Background: an optimization exercise with open tools, aiming at small area and few clock cycles. Do not read the settings as production practice.
RTL that was checked went through simulation tests only; none was proved equivalent to the original.

Setup of job 104:
## scale_pitch_quantizer_core
module scale_pitch_quantizer_core
(
   input  logic                 clock,
   input  logic                 reset,
   input  logic                 req_push,
   output logic                 req_full,
   input  logic [NOTE_W-1:0]    req_key,
   output logic                 rsp_empty,
   input  logic                 rsp_pop,
   output logic [NOTE_W-1:0]    rsp_scale_note,
   input  logic                 csr_we,
   input  logic [CSR_IDX_W-1:0] csr_index,
   input  logic [CSR_W-1:0]     csr_wdata
);
Size in the first run: ~950 cells after synthesis, roughly 59 I/O pins.
clock: 10.0 ns
lec_check: 0
abc_area: 1
cap_margin: 20
core_margin: 2
core_utilization: 40
cts_buf_list: sky130_fd_sc_hd__clkbuf_8
slew_margin: 20
standard.sh (not shown) runs the stock make flow with config.mk's settings and CLKGATE_MAP_FILE= SYNTH_SCRIPT=/design/flow/synth_recipe.tcl, a recipe that flattens the netlist after the stock synthesis.
==> flow/flow/run.sh <==
#!/bin/bash
# The standard layout, with the port buffers made of the smallest buffer cell
# (buf_1) instead of the cell buffer_ports picks by default. The make output
# is kept in standard_make.log; the tools' own logs stay under orfs/logs/.
set -euo pipefail
export BUFFER_PORTS_ARGS="-buffer_cell sky130_fd_sc_hd__buf_1"
bash standard.sh > standard_make.log 2>&1
Having completed the whole flow, job 104 delivered a layout that passed the timing, DRC and antenna checks.
Here is what was changed in the inputs of job 103 compared with job 104.
--- a/flow/design.v
+++ b/flow/design.v
@@ -52,25 +52,25 @@
    end
    assign pop_data = slot0_ff;
    assign full     = valid1_ff;
    assign empty    = !valid0_ff;
 endmodule
 import spq_pkg::*;
 module spq_note_lookup
 #(
    parameter int SPLIT = 2
 ) (
    input  logic                  clock,
    input  logic                  reset,
-   input  logic [NOTE_W-1:0]     lowest_n,
+   input  logic [NOTE_W-1:0]     lowest,
    input  logic                  octave,
    input  logic [2*STEPS-1:0]    steps,
    input  logic [STEPS/2-2:0][5:0] even,
    input  logic [5:0]            period_n,
    input  logic                  key_take,
    input  logic [NOTE_W-1:0]     key_in,
    input  logic                  note_take,
    output logic                  key_valid,
    output logic                  note_valid,
    output logic [LEAD_W-1:0]     lead,
    input  logic [LEAD_W-1:0]     head,
    output logic [NOTE_W-1:0]     note
@@ -113,33 +113,33 @@
             diff[b] = x ^ y ^ cy;
             cy      = (x & y) | (cy & (x ^ y));
          end
       end
       for (int b = 0; b < 6; b++) begin
          if (b + i >= NOTE_W) begin
             fits = fits & per_n[b];
          end
       end
       reduce = (fits && cy) ? diff : part;
    endfunction
    always_comb begin
-      logic cy;
+      logic bw;
       key_c = key;
-      cy    = 1'b1;
+      bw    = 1'b0;
       for (int b = 0; b < NOTE_W; b++) begin
-         above[b] = key_c[b] ^ lowest_n[b] ^ cy;
-         cy       = (key_c[b] & lowest_n[b]) | (cy & (key_c[b] ^ lowest_n[b]));
+         above[b] = key_c[b] ^ lowest[b] ^ bw;
+         bw       = (!key_c[b] & lowest[b]) | (bw & !(key_c[b] ^ lowest[b]));
       end
-      below   = !cy;
-      base_in = below ? ~lowest_n : key_c;
+      below   = bw;
+      base_in = below ? lowest : key_c;
       part_in = below ? '0 : above;
       for (int i = NOTE_W - 1; i >= SPLIT; i--) begin
          part_in = reduce(part_in, period_n, i);
       end
    end
    assign key_move = key_valid_ff && (!valid_ff || note_take);
    always_ff @(posedge clock) begin
       if (reset) begin
          key_valid_ff <= 1'b0;
          valid_ff     <= 1'b0;
       end else begin
          key_valid_ff <= key_take || (key_valid_ff && !key_move);
@@ -215,25 +215,25 @@
    end
    assign key_valid  = key_valid_ff;
    assign note_valid = valid_ff;
 endmodule
 import spq_pkg::*;
 module spq_scale_builder
 (
    input  logic                  clock,
    input  logic                  reset,
    input  logic                  csr_we,
    input  logic [CSR_IDX_W-1:0]  csr_index,
    input  logic [CSR_W-1:0]      csr_wdata,
-   output logic [NOTE_W-1:0]     lowest_n,
+   output logic [NOTE_W-1:0]     lowest,
    output logic                  octave,
    output logic [2*STEPS-1:0]    steps,
    output logic [STEPS/2-2:0][5:0] even,
    output logic [5:0]            period_n
 );
    logic [COUNT_W-1:0]      count;
    logic [NOTE_W-1:0]       base_w;
    logic [NOTE_W-1:0]       lowest_w;
    logic [2*STEPS-1:0]      steps_w;
    logic [STEPS-1:0][3:0]   size;
    logic [STEPS/2-1:0][5:0] pair;
    logic [5:0]              sum_all;
@@ -248,30 +248,30 @@
       end
       for (int i = 0; i < STEPS; i++) begin
          unique case (csr_wdata[3*i +: 3])
             3'd2:    steps_w[2*i +: 2] = 2'd1;
             3'd3:    steps_w[2*i +: 2] = 2'd2;
             3'd4:    steps_w[2*i +: 2] = 2'd3;
             default: steps_w[2*i +: 2] = 2'd0;
          endcase
       end
    end
    always_ff @(posedge clock) begin
       if (reset) begin
-         lowest_n <= ~LOWEST_RESET;
+         lowest <= LOWEST_RESET;
          count  <= COUNT_RESET;
          steps  <= STEPS_RESET;
       end else if (csr_we) begin
          unique case (csr_index)
-            CSR_BASE_NOTE:    lowest_n <= ~lowest_w;
+            CSR_BASE_NOTE:    lowest <= lowest_w;
             CSR_STEP_COUNT:   count  <= csr_wdata[COUNT_W-1:0];
             CSR_STEP_PATTERN: steps  <= steps_w;
             default: ;
          endcase
       end
    end
    assign octave = (count == '0);
    always_comb begin
       for (int i = 0; i < STEPS; i++) begin
          if (COUNT_W'(i) < count) begin
             size[i] = {1'b0, steps[2*i+1] & steps[2*i], steps[2*i+1] ^ steps[2*i], !steps[2*i]};
          end else begin
@@ -318,55 +318,55 @@
    input  logic                 clock,
    input  logic                 reset,
    input  logic                 req_push,
    output logic                 req_full,
    input  logic [NOTE_W-1:0]    req_key,
    output logic                 rsp_empty,
    input  logic                 rsp_pop,
    output logic [NOTE_W-1:0]    rsp_scale_note,
    input  logic                 csr_we,
    input  logic [CSR_IDX_W-1:0] csr_index,
    input  logic [CSR_W-1:0]     csr_wdata
 );
-   logic [NOTE_W-1:0]  lowest_n;
+   logic [NOTE_W-1:0]  lowest;
    logic               octave;
    logic [2*STEPS-1:0] steps;
    logic [STEPS/2-2:0][5:0] even;
    logic [5:0]         period_n;
    logic               key_take;
    logic               note_valid;
    logic               note_take;
    logic [LEAD_W-1:0]  lead;
    logic [LEAD_W-1:0]  head;
    logic               rsp_full;
    logic               key_valid;
    spq_scale_builder u_builder (
       .clock     (clock),
       .reset     (reset),
       .csr_we    (csr_we),
       .csr_index (csr_index),
       .csr_wdata (csr_wdata),
-      .lowest_n  (lowest_n),
+      .lowest    (lowest),
       .octave    (octave),
       .steps     (steps),
       .even      (even),
       .period_n  (period_n)
    );
    assign req_full  = key_valid && note_valid && rsp_full;
    assign key_take  = req_push && !req_full;
    assign note_take = note_valid && !rsp_full;
    spq_note_lookup u_lookup (
       .clock      (clock),
       .reset      (reset),
-      .lowest_n   (lowest_n),
+      .lowest     (lowest),
       .octave     (octave),
       .steps      (steps),
       .even       (even),
       .period_n   (period_n),
       .key_take   (key_take),
       .key_in     (req_key),
       .note_take  (note_take),
       .key_valid  (key_valid),
       .note_valid (note_valid),
       .lead       (lead),
       .head       (head),
       .note       (rsp_scale_note)
Results
Cmp job 103 vs job 104: global-route wire length before repair lower in job 103
| design area | job 103 vs job 104 | 1.2% higher |
Job 103 has overall fraction of global-route tracks in use below what job 104 had.
Re placeable core region: job 103 is about 0.34% up on job 104.
Going from job 104 to job 103, xor/xnor share of the synthesized area saw little to no change; maximum clock frequency went down by about 0.6%; met2 routed wirelength lower.
Testbench counts of job 103, summed over its fixed seeds: cycles 9,830.
Only the layout flow was run in job 104; the RTL was not checked for function there.

==> separate check: timing with driven ports <==
How much do the figures lean on ideal ports? The routed layouts below were timed once more, with nothing changed but the port constraints.
Step 1 sets driving cells, clkbuf_16 on the clock port and buf_2 on the other inputs (assumed; they add their load-dependent delay and slew).
Step 2 also shifts input and output timing later by t, the mid clock arrival at the registers, as if the neighbouring blocks saw the same clock.
Slacks: no drivers / after step 1 / after step 2; pairs: no drivers / after step 1.
| run | t, ns | setup WS [ns] | worst setup path after step 2 | clock arrival spread, ns | cell pins on the clock port's net |
|---|---|---|---|---|---|
| job 104 | 0.420 | 0.620 / 0.620 / 0.620 | register to register | 0.021 / 0.020 | 1 |
| job 103 | 0.425 | 0.566 / 0.566 / 0.566 | register to register | 0.019 / 0.019 | 1 |
After both steps setup and hold are still met in every run listed.
